This is an optimization exercise on Yosys and OpenROAD, whose aim is small area, a short achievable clock period and few clock cycles per item, not a production implementation.
Only simulation tests tie the RTL to the original design; equivalence was not proved.
Power is estimated from default activity; no workload was simulated.

==> v14 <==
// polyline_stroke_extrude_unit
module polyline_stroke_extrude_unit (
  input  wire logic                           clk,
  input  wire logic                           rst,
  input  wire logic                           s_axis_tvalid,
  output logic                                s_axis_tready,
  input  wire logic [pse_pkg::InDataW-1:0]    s_axis_tdata,
  input  wire logic                           s_axis_tlast,
  output logic                                m_axis_tvalid,
  input  wire logic                           m_axis_tready,
  output logic [pse_pkg::OutDataW-1:0]        m_axis_tdata,
  output logic                                m_axis_tlast,
  input  wire logic                           cfg_we,
  input  wire logic                           cfg_index,
  input  wire logic [31:0]                    cfg_data
);
export LEC_CHECK = 0
export CAP_MARGIN = 20
export CORE_MARGIN = 2
export CORE_UTILIZATION = 55
export PLACE_DENSITY = 0.68
export SETUP_SLACK_MARGIN = 5
export SLEW_MARGIN = 20
create_clock -name core_clock -period 11.0 [get_ports {clk}]
run.sh (not shown) runs the stock make flow with config.mk's settings and CLKGATE_MAP_FILE= SYNTH_SCRIPT=/design/flow/synth_recipe.tcl, a recipe that flattens the netlist after the stock synthesis.
==> v18 (differences from v14) <==
--- a/flow/design.v
+++ b/flow/design.v
@@ -460,26 +460,30 @@
   logic        ovalid, oside, olast;
   logic        xfer;
   assign xfer = ovalid && m_axis_tready;
   for (genvar u = 0; u < 2; u++) begin : g_div
     pse_div u_div (
       .clk, .rst,
       .take(q_take && (q_sel == 1'(u))), .can_take(u_can[u]),
       .in_ax(qax), .in_az(qaz), .in_sx(q_sx), .in_sz(q_sz), .in_tl(q_tl),
-      .in_bx(qbx), .in_bh(qbh), .in_bz(qbz), .in_len(qroot),
+      .in_bx(qbx), .in_bh(qbh), .in_bz(qbz), .in_len(q_len),
       .stroke_width, .w_top(w_top_q), .w_nz(w_nz_q), .w_next(w_next_q),
       .my_turn(o_sel == 1'(u)), .out_busy(ovalid), .out_ready(m_axis_tready),
       .emit(u_emit[u]), .done(u_done[u]), .e_side(u_side[u]),
       .o_bx(u_bx[u]), .o_bh(u_bh[u]), .o_bz(u_bz[u]),
       .o_qx(u_qx[u]), .o_qz(u_qz[u]), .o_cx(u_cx[u]), .o_cz(u_cz[u]),
       .o_sx(u_sx[u]), .o_sz(u_sz[u]), .o_tl(u_tl[u])
     );
   end
-  assign q_take = (qs == Q_DONE) && u_can[q_sel];
+  logic        q_last;
+  logic [30:0] q_len;
+  assign q_last = (qs == Q_RUN) && (qcnt == 5'd0);
+  assign q_len = (qs == Q_DONE) ? qroot : {qroot[28:0], q_ge1, q_ge2};
+  assign q_take = (q_last || qs == Q_DONE) && u_can[q_sel];
   always_ff @(posedge clk) begin
     if (rst) begin
       q_sel <= 1'b0;
       o_sel <= 1'b0;
     end else begin
       if (q_take) q_sel <= !q_sel;
       if (u_done[o_sel]) o_sel <= !o_sel;
     end
CORE_UTILIZATION = 50   (was 55)
PLACE_DENSITY = unset   (was 0.68)
==> v15 (differences from v14) <==
--- a/flow/design.v
+++ b/flow/design.v
@@ -460,26 +460,33 @@
   logic        ovalid, oside, olast;
   logic        xfer;
   assign xfer = ovalid && m_axis_tready;
   for (genvar u = 0; u < 2; u++) begin : g_div
     pse_div u_div (
       .clk, .rst,
       .take(q_take && (q_sel == 1'(u))), .can_take(u_can[u]),
       .in_ax(qax), .in_az(qaz), .in_sx(q_sx), .in_sz(q_sz), .in_tl(q_tl),
-      .in_bx(qbx), .in_bh(qbh), .in_bz(qbz), .in_len(qroot),
+      .in_bx(qbx), .in_bh(qbh), .in_bz(qbz), .in_len(q_len),
       .stroke_width, .w_top(w_top_q), .w_nz(w_nz_q), .w_next(w_next_q),
       .my_turn(o_sel == 1'(u)), .out_busy(ovalid), .out_ready(m_axis_tready),
       .emit(u_emit[u]), .done(u_done[u]), .e_side(u_side[u]),
       .o_bx(u_bx[u]), .o_bh(u_bh[u]), .o_bz(u_bz[u]),
       .o_qx(u_qx[u]), .o_qz(u_qz[u]), .o_cx(u_cx[u]), .o_cz(u_cz[u]),
       .o_sx(u_sx[u]), .o_sz(u_sz[u]), .o_tl(u_tl[u])
     );
   end
-  assign q_take = (qs == Q_DONE) && u_can[q_sel];
+  logic        q_last;    
+  logic [30:0] q_len;
+  always_ff @(posedge clk) begin
+    if (rst) q_last <= 1'b0;
+    else q_last <= !n_take && (qs == Q_RUN) && (qcnt == 5'd1);
+  end
+  assign q_len = (qs == Q_DONE) ? qroot : {qroot[28:0], q_ge1, q_ge2};
+  assign q_take = (q_last || qs == Q_DONE) && u_can[q_sel];
   always_ff @(posedge clk) begin
     if (rst) begin
       q_sel <= 1'b0;
       o_sel <= 1'b0;
     end else begin
       if (q_take) q_sel <= !q_sel;
       if (u_done[o_sel]) o_sel <= !o_sel;
     end
CORE_UTILIZATION = 40   (was 55)
PLACE_DENSITY = unset   (was 0.68)
==> notes <==
- Sequential power is about the same in v15 and v18.
- Wire length, lowest first: v14, v18, v15.
- Clock-buffer cell count: v14 < v18 < v15.
- The highest final cell count belongs to v15, the lowest to v14.
Testbench counts of v14, summed over its fixed seeds: cycles 27,188, points 1,920.
Testbench counts of v18, summed over its fixed seeds: cycles 25,596, points 1,920.
Testbench counts of v15, summed over its fixed seeds: cycles 25,596, points 1,920.

==> job 430 <==
polyline_stroke_extrude_unit, a different RTL version from the one above (not shown whole).
make LEC_CHECK=0 CAP_MARGIN=20 CORE_MARGIN=2 CORE_UTILIZATION=40 SETUP_SLACK_MARGIN=5 SLEW_MARGIN=20 finish   # period 11.0 ns
==> job 6890: changes against job 430 <==
--- a/flow/design.v
+++ b/flow/design.v
@@ -57,28 +57,27 @@
   logic [4:0] w_top_q;
   logic       w_nz_q, w_next_q;
   always_ff @(posedge clk) begin
     w_top_q  <= w_top;
     w_nz_q   <= |stroke_width;
-    w_next_q <= (w_top != 5'd0) && stroke_width[w_top - 5'd1];
+    w_next_q <= stroke_width[w_top - 5'd1];
   end
   logic [1:0]  npts;      
   logic        pend_b;    
   logic        rdy;
   logic [31:0] hx, hh, hz, px, pz;
   localparam logic [2:0] N_IDLE = 3'd0, N_SUB = 3'd1, N_ABS = 3'd2,
                          N_LZC = 3'd3, N_NORM = 3'd4, N_SQ = 3'd5,
                          N_DONE = 3'd6;
   localparam logic [1:0] Q_IDLE = 2'd0, Q_RUN = 2'd1, Q_DONE = 2'd2;
   localparam logic [2:0] D_IDLE = 3'd0, D_STEP = 3'd1, D_FIN = 3'd2,
-                         D_E0 = 3'd3, D_E1 = 3'd4,
-                         D_E2 = 3'd5;
+                         D_E0 = 3'd3, D_E1 = 3'd4;
   logic [2:0] ns;
   logic [1:0] qs;
   logic [2:0] ds;
   logic q_take, n_take, n_free;
-  assign q_take = (qs == Q_DONE) && (ds == D_IDLE || (ds == D_E1 && m_axis_tready));
+  assign q_take = (qs == Q_DONE) && (ds == D_IDLE);
   assign n_take = (ns == N_DONE) && ((qs == Q_IDLE) || q_take);
   assign n_free = (ns == N_IDLE) || n_take;
   logic acc, load_a, load_b;
   assign acc    = s_axis_tvalid && rdy;
   assign load_a = s_axis_tvalid && !rdy && (npts != 2'd0) && !pend_b && n_free;
@@ -122,51 +121,45 @@
         px <= hx;
         pz <= hz;
       end
     end
   end
-  logic               n_jb, n_yh, n_tl, n_sx, n_sz;
+  logic               n_jb, n_yh, n_tl, n_sx, n_sz, n_bx, n_bz;
   logic signed [32:0] nx, nz;
   logic [31:0]        nbx, nbh, nbz;
   logic [4:0]         n_msb, ncnt;
   logic [60:0]        nacc;
   logic [31:0] n_y_x, n_y_z;
   assign n_y_x = (n_jb || !n_yh) ? px : hx;
   assign n_y_z = (n_jb || !n_yh) ? pz : hz;
-  logic [32:0] n_abx, n_abz;
-  assign n_abx = nx[32] ? -nx : nx;
-  assign n_abz = nz[32] ? -nz : nz;
   logic [31:0] n_m;
   logic [4:0]  n_msb_c;
-  assign n_m = n_abx[31:0] | n_abz[31:0];
+  assign n_m = nx[31:0] | nz[31:0];
   always_comb begin
     n_msb_c = 5'd0;
     for (int i = 1; i < 32; i++) if (n_m[i]) n_msb_c = 5'(i);
   end
   logic [60:0] n_ext_x, n_ext_z;
   assign n_ext_x = {nx[31:0], 29'd0} >> n_msb;
   assign n_ext_z = {nz[31:0], 29'd0} >> n_msb;
-  logic [1:0]  n_bx2, n_bz2;
-  logic [32:0] n_sum;
-  assign n_sum = 33'(nacc[60:30])
-               + (n_bx2[0] ? 33'(nx[29:0]) : 33'd0) + (n_bx2[1] ? {2'b00, nx[29:0], 1'b0} : 33'd0)
-               + (n_bz2[0] ? 33'(nz[29:0]) : 33'd0) + (n_bz2[1] ? {2'b00, nz[29:0], 1'b0} : 33'd0);
-  logic [4:0] n_k;
-  assign n_k = (n_msb < 5'd29) ? ((5'd29 - n_msb) & 5'b11110) : 5'd0;
+  logic [31:0] n_sum;
+  assign n_sum = 32'(nacc[60:30]) + (n_bx ? 32'(nx[29:0]) : 32'd0)
+                                  + (n_bz ? 32'(nz[29:0]) : 32'd0);
   always_ff @(posedge clk) begin
     if (rst) begin
       ns <= N_IDLE;
     end else begin
       case (ns)
         N_IDLE, N_DONE: begin
           if (ns == N_IDLE || n_take) ns <= N_IDLE;
           if (load_a || load_b) ns <= N_SUB;
         end
         N_SUB: ns <= N_ABS;
-        N_ABS: ns <= (nx == 33'sd0 && nz == 33'sd0) ? N_IDLE : N_NORM;
+        N_ABS: ns <= (nx == 33'sd0 && nz == 33'sd0) ? N_IDLE : N_LZC;
+        N_LZC: ns <= N_NORM;
         N_NORM: ns <= N_SQ;
-        N_SQ: if (ncnt == 5'd28) ns <= N_DONE;
+        N_SQ: if (ncnt == 5'd29) ns <= N_DONE;
         default: ns <= N_IDLE;
       endcase
     end
   end
   always_ff @(posedge clk) begin
@@ -180,27 +173,33 @@
         n_tl <= n_jb || !s_axis_tlast || (nx[31:0] == hx && nz[31:0] == hz);
       end
       N_ABS: begin
         n_sx <= nx[32];
         n_sz <= nz[32];
-        nx <= n_abx;
-        nz <= n_abz;
-        n_msb <= n_msb_c;
+        nx <= nx[32] ? -nx : nx;
+        nz <= nz[32] ? -nz : nz;
       end
+      N_LZC: n_msb <= n_msb_c;
       N_NORM: begin
         nx <= 33'(n_ext_x[29:0]);
         nz <= 33'(n_ext_z[29:0]);
         nacc <= '0;
-        ncnt <= n_k;
-        n_bx2 <= {n_ext_x[n_k + 5'd1], n_ext_x[n_k]};
-        n_bz2 <= {n_ext_z[n_k + 5'd1], n_ext_z[n_k]};
+        if (n_msb < 5'd29) begin
+          ncnt <= 5'd29 - n_msb;
+          n_bx <= nx[0];
+          n_bz <= nz[0];
+        end else begin
+          ncnt <= 5'd0;
+          n_bx <= nx[n_msb - 5'd29];
+          n_bz <= nz[n_msb - 5'd29];
+        end
       end
       N_SQ: begin
-        nacc <= {n_sum, nacc[29:2]};
-        ncnt <= ncnt + 5'd2;
-        n_bx2 <= {nx[ncnt + 5'd3], nx[ncnt + 5'd2]};
-        n_bz2 <= {nz[ncnt + 5'd3], nz[ncnt + 5'd2]};
+        nacc <= {n_sum, nacc[29:1]};
+        ncnt <= ncnt + 5'd1;
+        n_bx <= nx[ncnt + 5'd1];
+        n_bz <= nz[ncnt + 5'd1];
       end
       default: ;
     endcase
     if (load_a) begin
       nx <= {in_x[31], in_x};
@@ -218,28 +217,16 @@
   logic [31:0] qbx, qbh, qbz;
   logic [61:0] qs_r;
   logic [31:0] qrem;
   logic [30:0] qroot;
   logic [4:0]  qcnt;
-  logic [36:0] q_x4, q_b, q_c, q_cs, q_cc, q_d1, q_da, q_db;
-  logic        q_ge1, q_ge2;
-  logic [31:0] q_rem_nx;
-  assign q_x4 = 37'({qrem, qs_r[61:58]});
-  assign q_d1 = 37'({qrem, qs_r[61:60]}) - 37'({qroot, 2'b01});
-  assign q_b  = ~(37'({qroot, 4'b0000}));
-  assign q_c  = ~(37'({qroot, 3'b111}));
-  assign q_cs = q_x4 ^ q_b ^ q_c;
-  assign q_cc = {((q_x4[35:0] & q_b[35:0]) | (q_x4[35:0] & q_c[35:0]) |
-                  (q_b[35:0] & q_c[35:0])), 1'b0};
-  assign q_da = q_cs + q_cc;
-  assign q_db = q_x4 - 37'({qroot, 3'b001});
-  assign q_ge1 = !q_d1[36];
-  assign q_ge2 = q_ge1 ? !q_da[36] : !q_db[36];
-  always_comb begin
-    if (q_ge1) q_rem_nx = q_ge2 ? q_da[31:0] : {q_d1[29:0], qs_r[59:58]};
-    else       q_rem_nx = q_ge2 ? q_db[31:0] : q_x4[31:0];
-  end
+  logic [33:0] q_sh, q_trial, q_diff;
+  logic        q_ge;
+  assign q_sh = {qrem, qs_r[61:60]};
+  assign q_trial = {1'b0, qroot, 2'b01};
+  assign q_diff = q_sh - q_trial;
+  assign q_ge = !q_diff[33];
   always_ff @(posedge clk) begin
     if (rst) begin
       qs <= Q_IDLE;
     end else begin
       if (n_take) qs <= Q_RUN;
@@ -255,59 +242,46 @@
       q_sz <= n_sz;
       q_tl <= n_tl;
       qbx <= nbx;
       qbh <= nbh;
       qbz <= nbz;
-      qroot <= 31'(nacc[60]);
-    end else if (qs == Q_RUN) begin
-      qroot <= {qroot[28:0], q_ge1, q_ge2};
-    end
-    if (n_take) begin
       qs_r <= {nacc[59:0], 2'b00};
+      qroot <= 31'(nacc[60]);
       qrem <= '0;
-      qcnt <= 5'd14;
-    end else begin
-      qs_r <= {qs_r[57:0], 4'b0000};
-      qrem <= q_rem_nx;
+      qcnt <= 5'd29;
+    end else if (qs == Q_RUN) begin
+      qs_r <= {qs_r[59:0], 2'b00};
+      qroot <= {qroot[29:0], q_ge};
+      qrem <= q_ge ? q_diff[31:0] : q_sh[31:0];
       qcnt <= qcnt - 5'd1;
     end
   end
   logic [29:0] dax, daz;
   logic        d_sx, d_sz, d_tl, d_w, dcx, dcz;
-  assign dcx = dsx[64];
-  assign dcz = dsz[64];
   logic [31:0] dbx, dbh, dbz;
   logic [30:0] dlen;
   logic [31:0] drx, drz, dqx, dqz;
   logic [4:0]  di;
   function automatic logic [64:0] div_step(logic [31:0] r, logic [31:0] q,
                                            logic [29:0] a, logic w,
                                            logic [30:0] len);
-    logic [33:0] r2, aw, n1, n2, s1, c1, s2, c2, x, t1, t2;
+    logic [33:0] x, t1, t2;
     logic [31:0] rn, qn;
-    r2 = {1'b0, r, 1'b0};
-    aw = w ? 34'(a) : 34'd0;
-    n1 = ~{2'b00, len, 1'b0};
-    n2 = ~{1'b0, len, 2'b00};
-    s1 = r2 ^ aw ^ n1;
-    c1 = {((r2[32:0] & aw[32:0]) | (r2[32:0] & n1[32:0]) | (aw[32:0] & n1[32:0])), 1'b1};
-    s2 = r2 ^ aw ^ n2;
-    c2 = {((r2[32:0] & aw[32:0]) | (r2[32:0] & n2[32:0]) | (aw[32:0] & n2[32:0])), 1'b1};
-    x  = r2 + aw;
-    t1 = s1 + c1;
-    t2 = s2 + c2;
+    x  = {1'b0, r, 1'b0} + (w ? 34'(a) : 34'd0);
+    t1 = x - {2'b00, len, 1'b0};
+    t2 = x - {1'b0, len, 2'b00};
     if (!t2[33]) begin
       rn = t2[31:0];
       qn = {q[30:0] + 31'd1, 1'b0};
     end else if (!t1[33]) begin
       rn = t1[31:0];
       qn = {q[30:0], 1'b1};
     end else begin
       rn = x[31:0];
       qn = {q[30:0], 1'b0};
     end
-    div_step = {!t1[33], rn, qn};
+    div_step = {1'b0, rn, qn};
   endfunction
   logic [64:0] dsx, dsz;
   assign dsx = div_step(drx, dqx, dax, d_w, dlen);
   assign dsz = div_step(drz, dqz, daz, d_w, dlen);
   function automatic logic [31:0] vert(logic [31:0] b, logic [31:0] q,
@@ -328,14 +302,15 @@
   always_ff @(posedge clk) begin
     if (rst) begin
       ds <= D_IDLE;
     end else begin
       case (ds)
-        D_IDLE: if (q_take) ds <= (w_top_q == 5'd0) ? D_E0 : D_STEP;
-        D_STEP: if (di == 5'd0) ds <= D_E0;
+        D_IDLE: if (q_take) ds <= (w_top_q == 5'd0) ? D_FIN : D_STEP;
+        D_STEP: if (di == 5'd0) ds <= D_FIN;
+        D_FIN:  ds <= D_E0;
         D_E0:   if (!ovalid) ds <= D_E1;
-        D_E1:   if (m_axis_tready) ds <= !q_take ? D_IDLE : (w_top_q == 5'd0) ? D_E0 : D_STEP;
+        D_E1:   if (m_axis_tready) ds <= D_IDLE;
         default: ds <= D_IDLE;
       endcase
     end
   end
   always_ff @(posedge clk) begin
@@ -352,18 +327,23 @@
       drx <= w_nz_q ? 32'(qax) : 32'd0;
       drz <= w_nz_q ? 32'(qaz) : 32'd0;
       dqx <= '0;
       dqz <= '0;
       di <= w_top_q - 5'd1;
+      d_w <= w_next_q;
     end else if (ds == D_STEP) begin
       drx <= dsx[63:32];
       dqx <= dsx[31:0];
       drz <= dsz[63:32];
       dqz <= dsz[31:0];
       di <= di - 5'd1;
+      d_w <= stroke_width[di - 5'd1];
+    end
+    if (ds == D_FIN) begin
+      dcx <= (drx >= 32'(dlen));
+      dcz <= (drz >= 32'(dlen));
     end
-    d_w <= q_take ? w_next_q : (ds == D_STEP && di != 5'd0) && stroke_width[di - 5'd1];
   end
   always_ff @(posedge clk) begin
     if (rst) begin
       ovalid <= 1'b0;
     end else begin
Settings changed: SETUP_SLACK_MARGIN 5 to default.
==> summary of the runs <==
Of job 430 and job 6890, job 430 has the higher maximum frequency (gap 1.9%, measured against job 6890).
Sequential cell count: job 430 is lower than job 6890 (1).
First-iteration DRC count: job 430 is larger than job 6890 (about 30%).
Against job 6890, the sequential power of job 430 is larger by 4.8%.
Testbench counts of job 430, summed over its fixed seeds: cycles 44,165, points 1,920.
Testbench counts of job 6890, summed over its fixed seeds: cycles 59,894, points 1,920.

[afterwards: timing with drivers on the ports]
The flow's constraints put no driver on any port. The routed layouts listed below were extracted and timed again, unchanged, in two steps. Step 1, drivers: a clkbuf_16 drives clk and a buf_2 each remaining input, both assumed. Step 2 moves the port delays by t, midway between the first and last clock arrival at a register: inputs arrive t later, outputs are due t later. That takes back most of the time a late clock gives input paths. a / b / c = ideal / step 1 / step 2; a / b = the first two.
run | t (ns) | setup WS [ns] | worst setup path after step 2 | clock arrival spread, ns | pins driven straight from the clock port
v14 | 0.935 | 5.239 / 5.239 / 4.690 | input to register | 0.056 / 0.057 | 1
v18 | 0.917 | 4.966 / 4.966 / 4.428 | input to register | 0.075 / 0.074 | 1
v15 | 0.940 | 5.219 / 5.219 / 4.360 | input to register | 0.094 / 0.094 | 1
job 430 | 0.894 | 3.548 / 3.548 / 3.548 | register to register | 0.068 / 0.068 | 1
job 6890 | 0.874 | 3.407 / 3.407 / 3.407 | register to register | 0.057 / 0.058 | 1
After both steps setup and hold are still met in every run listed. The setup slack of v15, which loses most, moves by 0.000 ns with the drivers and by -0.859 ns with both steps.
